This design comes from an exercise in tuning for small area, a short achievable clock period and few clock cycles per item on the open sky130 flow, not from production work. RTL that was checked went through simulation tests only; none was proved equivalent to the original. Power is estimated from default activity; no workload was simulated.

==> inputs of v17 <==
==> flow/design.v <==
package olte_pkg;
  typedef enum logic [3:0] {
    ActPushFront    = 4'd0,
    ActPushBack     = 4'd1,
    ActPopFront     = 4'd2,
    ActInsertUnique = 4'd3,
    ActRemoveValue  = 4'd4,
    ActExists       = 4'd5,
    ActReadIndex    = 4'd6,
    ActFront        = 4'd7,
    ActBack         = 4'd8,
    ActClear        = 4'd9
  } action_e;
  typedef enum logic [1:0] {
    StOk    = 2'd0,
    StEmpty = 2'd1,
    StRange = 2'd2,
    StFull  = 2'd3
  } status_e;
  typedef struct packed {
    logic [3:0]  action;
    logic [31:0] value;
    logic [5:0]  position;
  } in_item_t;
  typedef struct packed {
    status_e     status;
    logic        found;
    logic [31:0] read_value;
    logic [6:0]  occupancy;
  } out_item_t;
endpackage
module olte_ram #(
  parameter int Width = 32,
  parameter int Depth = 64
) (
  input  logic                     clk_i,
  input  logic                     we_i,
  input  logic [$clog2(Depth)-1:0] waddr_i,
  input  logic [Width-1:0]         wdata_i,
  input  logic                     re_i,
  input  logic [$clog2(Depth)-1:0] raddr_i,
  output logic [Width-1:0]         rdata_o
);
  logic [Width-1:0] mem_q [Depth];
  logic [Width-1:0] rdata_q;
  always_ff @(posedge clk_i) begin
    if (we_i) begin
      mem_q[waddr_i] <= wdata_i;
    end
    if (re_i) begin
      rdata_q <= mem_q[raddr_i];
    end
  end
  assign rdata_o = rdata_q;
endmodule
module olte_seq #(
  parameter int DEPTH  = 64,
  parameter int DATA_W = 32,
  parameter int CNT_W  = $clog2(DEPTH + 1),
  parameter int ADDR_W = $clog2(DEPTH)
) (
  input  logic                 clk_i,
  input  logic                 rst_ni,
  input  logic                 in_valid_i,
  output logic                 in_ready_o,
  input  olte_pkg::in_item_t   in_item_i,
  output logic                 res_valid_o,
  input  logic                 res_ready_i,
  output olte_pkg::out_item_t  res_o,
  output logic [CNT_W-1:0]     count_o,
  output logic                 ram_we_o,
  output logic [ADDR_W-1:0]    ram_waddr_o,
  output logic [DATA_W-1:0]    ram_wdata_o,
  output logic                 ram_re_o,
  output logic [ADDR_W-1:0]    ram_raddr_o,
  input  logic [DATA_W-1:0]    ram_rdata_i
);
  localparam int PosW = (CNT_W > 6) ? CNT_W : 6;
  localparam logic [CNT_W:0]   DepthSum = (CNT_W + 1)'(DEPTH);
  localparam logic [CNT_W-1:0] DepthCnt = CNT_W'(DEPTH);
  localparam logic [CNT_W-1:0] DepthM1  = CNT_W'(DEPTH - 1);
  typedef enum logic [5:0] {
    SIdle = 6'b000001,
    SExec = 6'b000010,
    SSrch = 6'b000100,
    SShft = 6'b001000,
    SRdwt = 6'b010000,
    SResp = 6'b100000
  } state_e;
  state_e                state_q, state_d;
  logic [3:0]            act_q, act_d;
  logic [DATA_W-1:0]     val_q, val_d;
  logic [5:0]            pos_q, pos_d;
  logic [CNT_W-1:0]      count_q, count_d;
  logic [ADDR_W-1:0]     start_q, start_d;
  logic [CNT_W-1:0]      idx_q, idx_d;
  logic                  chk_q, chk_d;
  logic [ADDR_W-1:0]     chk_slot_q, chk_slot_d;
  logic [ADDR_W-1:0]     hole_q, hole_d;
  logic                  pend_q, pend_d;
  logic [ADDR_W-1:0]     pend_slot_q, pend_slot_d;
  olte_pkg::status_e     status_q, status_d;
  logic                  found_q, found_d;
  logic [31:0]           rd_q, rd_d;
  logic [CNT_W-1:0]      offset;
  logic [CNT_W:0]        sum;
  logic [ADDR_W-1:0]     slot;
  logic                  full, empty, pos_oob, match;
  assign full    = (count_q == DepthCnt);
  assign empty   = (count_q == '0);
  assign pos_oob = (PosW'(pos_q) >= PosW'(count_q));
  assign match   = chk_q && (ram_rdata_i == val_q);
  always_comb begin
    offset = '0;
    case (state_q)
      SExec: begin
        case (act_q)
          olte_pkg::ActPushFront: offset = DepthM1;
          olte_pkg::ActPushBack:  offset = count_q;
          olte_pkg::ActReadIndex: offset = CNT_W'(pos_q);
          olte_pkg::ActBack:      offset = count_q - CNT_W'(1);
          default:                offset = '0;
        endcase
      end
      SSrch, SShft: offset = idx_q;
      SRdwt:        offset = CNT_W'(1);
      default:      offset = '0;
    endcase
    sum = (CNT_W + 1)'(start_q) + (CNT_W + 1)'(offset);
    if (sum >= DepthSum) begin
      sum = sum - DepthSum;
    end
    slot = sum[ADDR_W-1:0];
  end
  always_comb begin
    state_d     = state_q;
    act_d       = act_q;
    val_d       = val_q;
    pos_d       = pos_q;
    count_d     = count_q;
    start_d     = start_q;
    idx_d       = idx_q;
    chk_d       = chk_q;
    chk_slot_d  = chk_slot_q;
    hole_d      = hole_q;
    pend_d      = pend_q;
    pend_slot_d = pend_slot_q;
    status_d    = status_q;
    found_d     = found_q;
    rd_d        = rd_q;
    ram_we_o    = 1'b0;
    ram_waddr_o = slot;
    ram_wdata_o = val_q;
    ram_re_o    = 1'b0;
    ram_raddr_o = slot;
    case (state_q)
      SIdle: begin
        if (in_valid_i) begin
          act_d    = in_item_i.action;
          val_d    = DATA_W'(in_item_i.value);
          pos_d    = in_item_i.position;
          status_d = olte_pkg::StOk;
          found_d  = 1'b0;
          rd_d     = '0;
          state_d  = SExec;
        end
      end
      SExec: begin
        state_d = SResp;
        case (act_q)
          olte_pkg::ActPushFront: begin
            if (full) begin
              status_d = olte_pkg::StFull;
            end else begin
              ram_we_o = 1'b1;
              start_d  = slot;
              count_d  = count_q + CNT_W'(1);
              found_d  = 1'b1;
            end
          end
          olte_pkg::ActPushBack: begin
            if (full) begin
              status_d = olte_pkg::StFull;
            end else begin
              ram_we_o = 1'b1;
              count_d  = count_q + CNT_W'(1);
              found_d  = 1'b1;
            end
          end
          olte_pkg::ActPopFront, olte_pkg::ActFront, olte_pkg::ActBack,
          olte_pkg::ActReadIndex: begin
            if (empty) begin
              status_d = olte_pkg::StEmpty;
            end else if ((act_q == olte_pkg::ActReadIndex) && pos_oob) begin
              status_d = olte_pkg::StRange;
            end else begin
              ram_re_o = 1'b1;
              state_d  = SRdwt;
            end
          end
          olte_pkg::ActInsertUnique: begin
            idx_d   = '0;
            chk_d   = 1'b0;
            state_d = SSrch;
          end
          olte_pkg::ActRemoveValue, olte_pkg::ActExists: begin
            if (empty) begin
              status_d = olte_pkg::StEmpty;
            end else begin
              idx_d   = '0;
              chk_d   = 1'b0;
              state_d = SSrch;
            end
          end
          olte_pkg::ActClear: begin
            count_d = '0;
            start_d = '0;
            found_d = 1'b1;
          end
          default: ;
        endcase
      end
      SSrch: begin
        if (match) begin
          case (act_q)
            olte_pkg::ActExists: begin
              found_d = 1'b1;
              state_d = SResp;
            end
            olte_pkg::ActRemoveValue: begin
              hole_d  = chk_slot_q;
              pend_d  = 1'b0;
              state_d = SShft;
            end
            default: state_d = SResp;
          endcase
        end else if (idx_q >= count_q) begin
          state_d = SResp;
          if (act_q == olte_pkg::ActInsertUnique) begin
            if (full) begin
              status_d = olte_pkg::StFull;
            end else begin
              ram_we_o = 1'b1;
              count_d  = count_q + CNT_W'(1);
              found_d  = 1'b1;
            end
          end
        end else begin
          ram_re_o   = 1'b1;
          chk_slot_d = slot;
          chk_d      = 1'b1;
          idx_d      = idx_q + CNT_W'(1);
        end
      end
      SShft: begin
        if (pend_q) begin
          ram_we_o    = 1'b1;
          ram_waddr_o = hole_q;
          ram_wdata_o = ram_rdata_i;
          hole_d      = pend_slot_q;
        end
        if (idx_q < count_q) begin
          ram_re_o    = 1'b1;
          pend_slot_d = slot;
          pend_d      = 1'b1;
          idx_d       = idx_q + CNT_W'(1);
        end else begin
          pend_d = 1'b0;
          if (!pend_q) begin
            count_d = count_q - CNT_W'(1);
            found_d = 1'b1;
            state_d = SResp;
          end
        end
      end
      SRdwt: begin
        rd_d    = 32'(ram_rdata_i);
        found_d = 1'b1;
        if (act_q == olte_pkg::ActPopFront) begin
          start_d = slot;
          count_d = count_q - CNT_W'(1);
        end
        state_d = SResp;
      end
      SResp: begin
        if (res_ready_i) begin
          state_d = SIdle;
        end
      end
      default: state_d = SIdle;
    endcase
  end
  always_ff @(posedge clk_i or negedge rst_ni) begin
    if (!rst_ni) begin
      state_q <= SIdle;
      count_q <= '0;
      start_q <= '0;
      chk_q   <= 1'b0;
      pend_q  <= 1'b0;
    end else begin
      state_q <= state_d;
      count_q <= count_d;
      start_q <= start_d;
      chk_q   <= chk_d;
      pend_q  <= pend_d;
    end
  end
  always_ff @(posedge clk_i) begin
    act_q       <= act_d;
    val_q       <= val_d;
    pos_q       <= pos_d;
    idx_q       <= idx_d;
    chk_slot_q  <= chk_slot_d;
    hole_q      <= hole_d;
    pend_slot_q <= pend_slot_d;
    status_q    <= status_d;
    found_q     <= found_d;
    rd_q        <= rd_d;
  end
  assign in_ready_o       = (state_q == SIdle);
  assign res_valid_o      = (state_q == SResp);
  assign res_o.status     = status_q;
  assign res_o.found      = found_q;
  assign res_o.read_value = rd_q;
  assign res_o.occupancy  = 7'(count_q);
  assign count_o          = count_q;
endmodule
module ordered_list_table_engine #(
  parameter int DEPTH  = 64,
  parameter int DATA_W = 32
) (
  input  logic                clk_i,
  input  logic                rst_ni,
  input  logic                in_valid_i,
  output logic                in_ready_o,
  input  logic [41:0]         in_item_i,
  output logic                out_valid_o,
  input  logic                out_ready_i,
  output logic [41:0]         out_item_o
);
  localparam int CntW  = $clog2(DEPTH + 1);
  localparam int AddrW = $clog2(DEPTH);
  olte_pkg::in_item_t  in_item;
  assign in_item = in_item_i;
  logic                res_valid;
  logic                res_ready;
  olte_pkg::out_item_t res;
  logic [CntW-1:0]     count;
  logic                ram_we;
  logic [AddrW-1:0]    ram_waddr;
  logic [DATA_W-1:0]   ram_wdata;
  logic                ram_re;
  logic [AddrW-1:0]    ram_raddr;
  logic [DATA_W-1:0]   ram_rdata;
  logic                out_valid_q, out_valid_d;
  olte_pkg::out_item_t out_item_q;
  olte_seq #(
    .DEPTH  (DEPTH),
    .DATA_W (DATA_W),
    .CNT_W  (CntW),
    .ADDR_W (AddrW)
  ) u_seq (
    .clk_i       (clk_i),
    .rst_ni      (rst_ni),
    .in_valid_i  (in_valid_i),
    .in_ready_o  (in_ready_o),
    .in_item_i   (in_item),
    .res_valid_o (res_valid),
    .res_ready_i (res_ready),
    .res_o       (res),
    .count_o     (count),
    .ram_we_o    (ram_we),
    .ram_waddr_o (ram_waddr),
    .ram_wdata_o (ram_wdata),
    .ram_re_o    (ram_re),
    .ram_raddr_o (ram_raddr),
    .ram_rdata_i (ram_rdata)
  );
  olte_ram #(
    .Width (DATA_W),
    .Depth (DEPTH)
  ) u_ram (
    .clk_i   (clk_i),
    .we_i    (ram_we),
    .waddr_i (ram_waddr),
    .wdata_i (ram_wdata),
    .re_i    (ram_re),
    .raddr_i (ram_raddr),
    .rdata_o (ram_rdata)
  );
  assign res_ready = !out_valid_q || out_ready_i;
  always_comb begin
    out_valid_d = out_valid_q;
    if (res_valid && res_ready) begin
      out_valid_d = 1'b1;
    end else if (out_ready_i) begin
      out_valid_d = 1'b0;
    end
  end
  always_ff @(posedge clk_i or negedge rst_ni) begin
    if (!rst_ni) begin
      out_valid_q <= 1'b0;
    end else begin
      out_valid_q <= out_valid_d;
    end
  end
  always_ff @(posedge clk_i) begin
    if (res_valid && res_ready) begin
      out_item_q <= res;
    end
  end
  assign out_valid_o = out_valid_q;
  assign out_item_o  = out_item_q;
endmodule
==> flow/run.sh <==
#!/bin/bash
# synth_recipe.tcl (not shown) runs the flow's synth.tcl, then flattens the netlist and writes it again
# the make line also repeats each setting of config.mk as NAME=value (left out here)
make -C /OpenROAD-flow-scripts/flow DESIGN_CONFIG=/design/flow/config.mk WORK_HOME=/design/flow/orfs CLKGATE_MAP_FILE= SYNTH_SCRIPT=/design/flow/synth_recipe.tcl finish
==> flow/config.mk <==
export PLATFORM = sky130hd
export DESIGN_NAME = ordered_list_table_engine
export DESIGN_NICKNAME = ordered_list_table_engine
export VERILOG_FILES = /design/flow/design.v
export SDC_FILE = /design/flow/constraint.sdc
export NUM_CORES = 4
export LEC_CHECK = 0
export CAP_MARGIN = 20
export CORE_MARGIN = 2
export CORE_UTILIZATION = 40
export SLEW_MARGIN = 20
==> flow/constraint.sdc <==
create_clock -name core_clock -period 8.0 [get_ports {clk_i}]
set_input_delay 1.6000 -clock core_clock [delete_from_list [all_inputs] [get_ports {clk_i}]]
set_output_delay 1.6000 -clock core_clock [all_outputs]
set_load 0.01 [all_outputs]
==> inputs of v24, as changes to v17 <==
--- a/flow/design.v
+++ b/flow/design.v
@@ -284,7 +284,17 @@
       end
       SResp: begin
         if (res_ready_i) begin
-          state_d = SIdle;
+          if (in_valid_i) begin
+            act_d    = in_item_i.action;
+            val_d    = DATA_W'(in_item_i.value);
+            pos_d    = in_item_i.position;
+            status_d = olte_pkg::StOk;
+            found_d  = 1'b0;
+            rd_d     = '0;
+            state_d  = SExec;
+          end else begin
+            state_d = SIdle;
+          end
         end
       end
       default: state_d = SIdle;
@@ -317,7 +327,7 @@
     found_q     <= found_d;
     rd_q        <= rd_d;
   end
-  assign in_ready_o       = (state_q == SIdle);
+  assign in_ready_o       = (state_q == SIdle) || ((state_q == SResp) && res_ready_i);
   assign res_valid_o      = (state_q == SResp);
   assign res_o.status     = status_q;
   assign res_o.found      = found_q;
SETUP_SLACK_MARGIN = 3.5   (was unset)
TNS_END_PERCENT = 5   (was unset)
==> qor summary <==
Min setup slack post-route: v24 3.31 ns; v17 1.42 ns
Global-route wire length before repair: v24 355 mm; v17 317 mm
Die Width: v24 472 um; v17 472 um
Maximum single-stage delay on the critical path: v24 0.83 ns; v17 0.98 ns
Insertion delay of the later-clocked pin in the worst-skew pair: v24 0.90 ns; v17 0.86 ns
Count of TritonRoute iterations in the first routing pass: v24 6; v17 5
Net count of the mapped netlist: v24 4569; v17 4104
Synthesized instance count: v24 4501; v17 4036
Multiplexer share of the synthesized area: v24 0.132; v17 0.166
Total combinational power: v24 2.80 mW; v17 2.48 mW
Portion of the post-synthesis area used by sequential elements: v24 0.768; v17 0.770
Multi-input gate share of the layout cell area: v24 0.202; v17 0.197
Sum of met2 wire segment lengths after detailed routing: v24 122 mm; v17 110 mm
Clock Skews: v24 0.0586 ns; v17 0.0626 ns
Transition time at the pin with the least slew margin: v24 1.19 ns; v17 1.18 ns
Final core utilization: v24 0.485; v17 0.463
Signed area change from the synthesized netlist to the final layout: v24 20.3%; v17 14.9%
Required time at the endpoint of the critical path: v24 8.64 ns; v17 8.61 ns
Shortest clock period the worst path allows after layout: v24 4.69 ns; v17 6.58 ns
Buffer and inverter count on the worst path: v24 6; v17 2
Internal power: v24 20.2 mW; v17 20.2 mW
Clock Power Share: v24 0.380; v17 0.388
Result of the run: v24 no timing/DRC/antenna violations; v17 no timing/DRC/antenna violations
Global routing usage on met3: v24 0.0504; v17 0.0318
Final instance area: v24 105000 um2; v17 100000 um2
Testbench counts of v24, summed over its fixed seeds: cycles 74,425, actions 3,200.
Function not checked in v17: the RTL went through the layout flow alone.

## port drivers added, routing unchanged
The flow's constraints put no driver on any port. The routed layouts listed below were extracted and timed again, unchanged, in two steps.
Step 1 assumes that a clkbuf_16 drives the clock port and a buf_2 every other input.
Step 2 moves the port delays by t, midway between the first and last clock arrival at a register: inputs arrive t later, outputs are due t later. That takes back most of the time a late clock gives input paths.
a / b / c = ideal / step 1 / step 2; a / b = the first two.
| run | t (ns) | setup slack, ns | hold slack, ns | worst slew at a driven data input, ns | pins driven straight from the clock port |
|---|---|---|---|---|---|
| v17 | 0.914 | 1.424 / 1.424 / 1.424 | 0.414 / 0.414 / 0.414 | 0.08 | 1 |
| v24 | 0.965 | 3.312 / 3.312 / 3.312 | 0.420 / 0.420 / 0.420 | 0.07 | 1 |
After both steps every run listed still meets setup and hold.
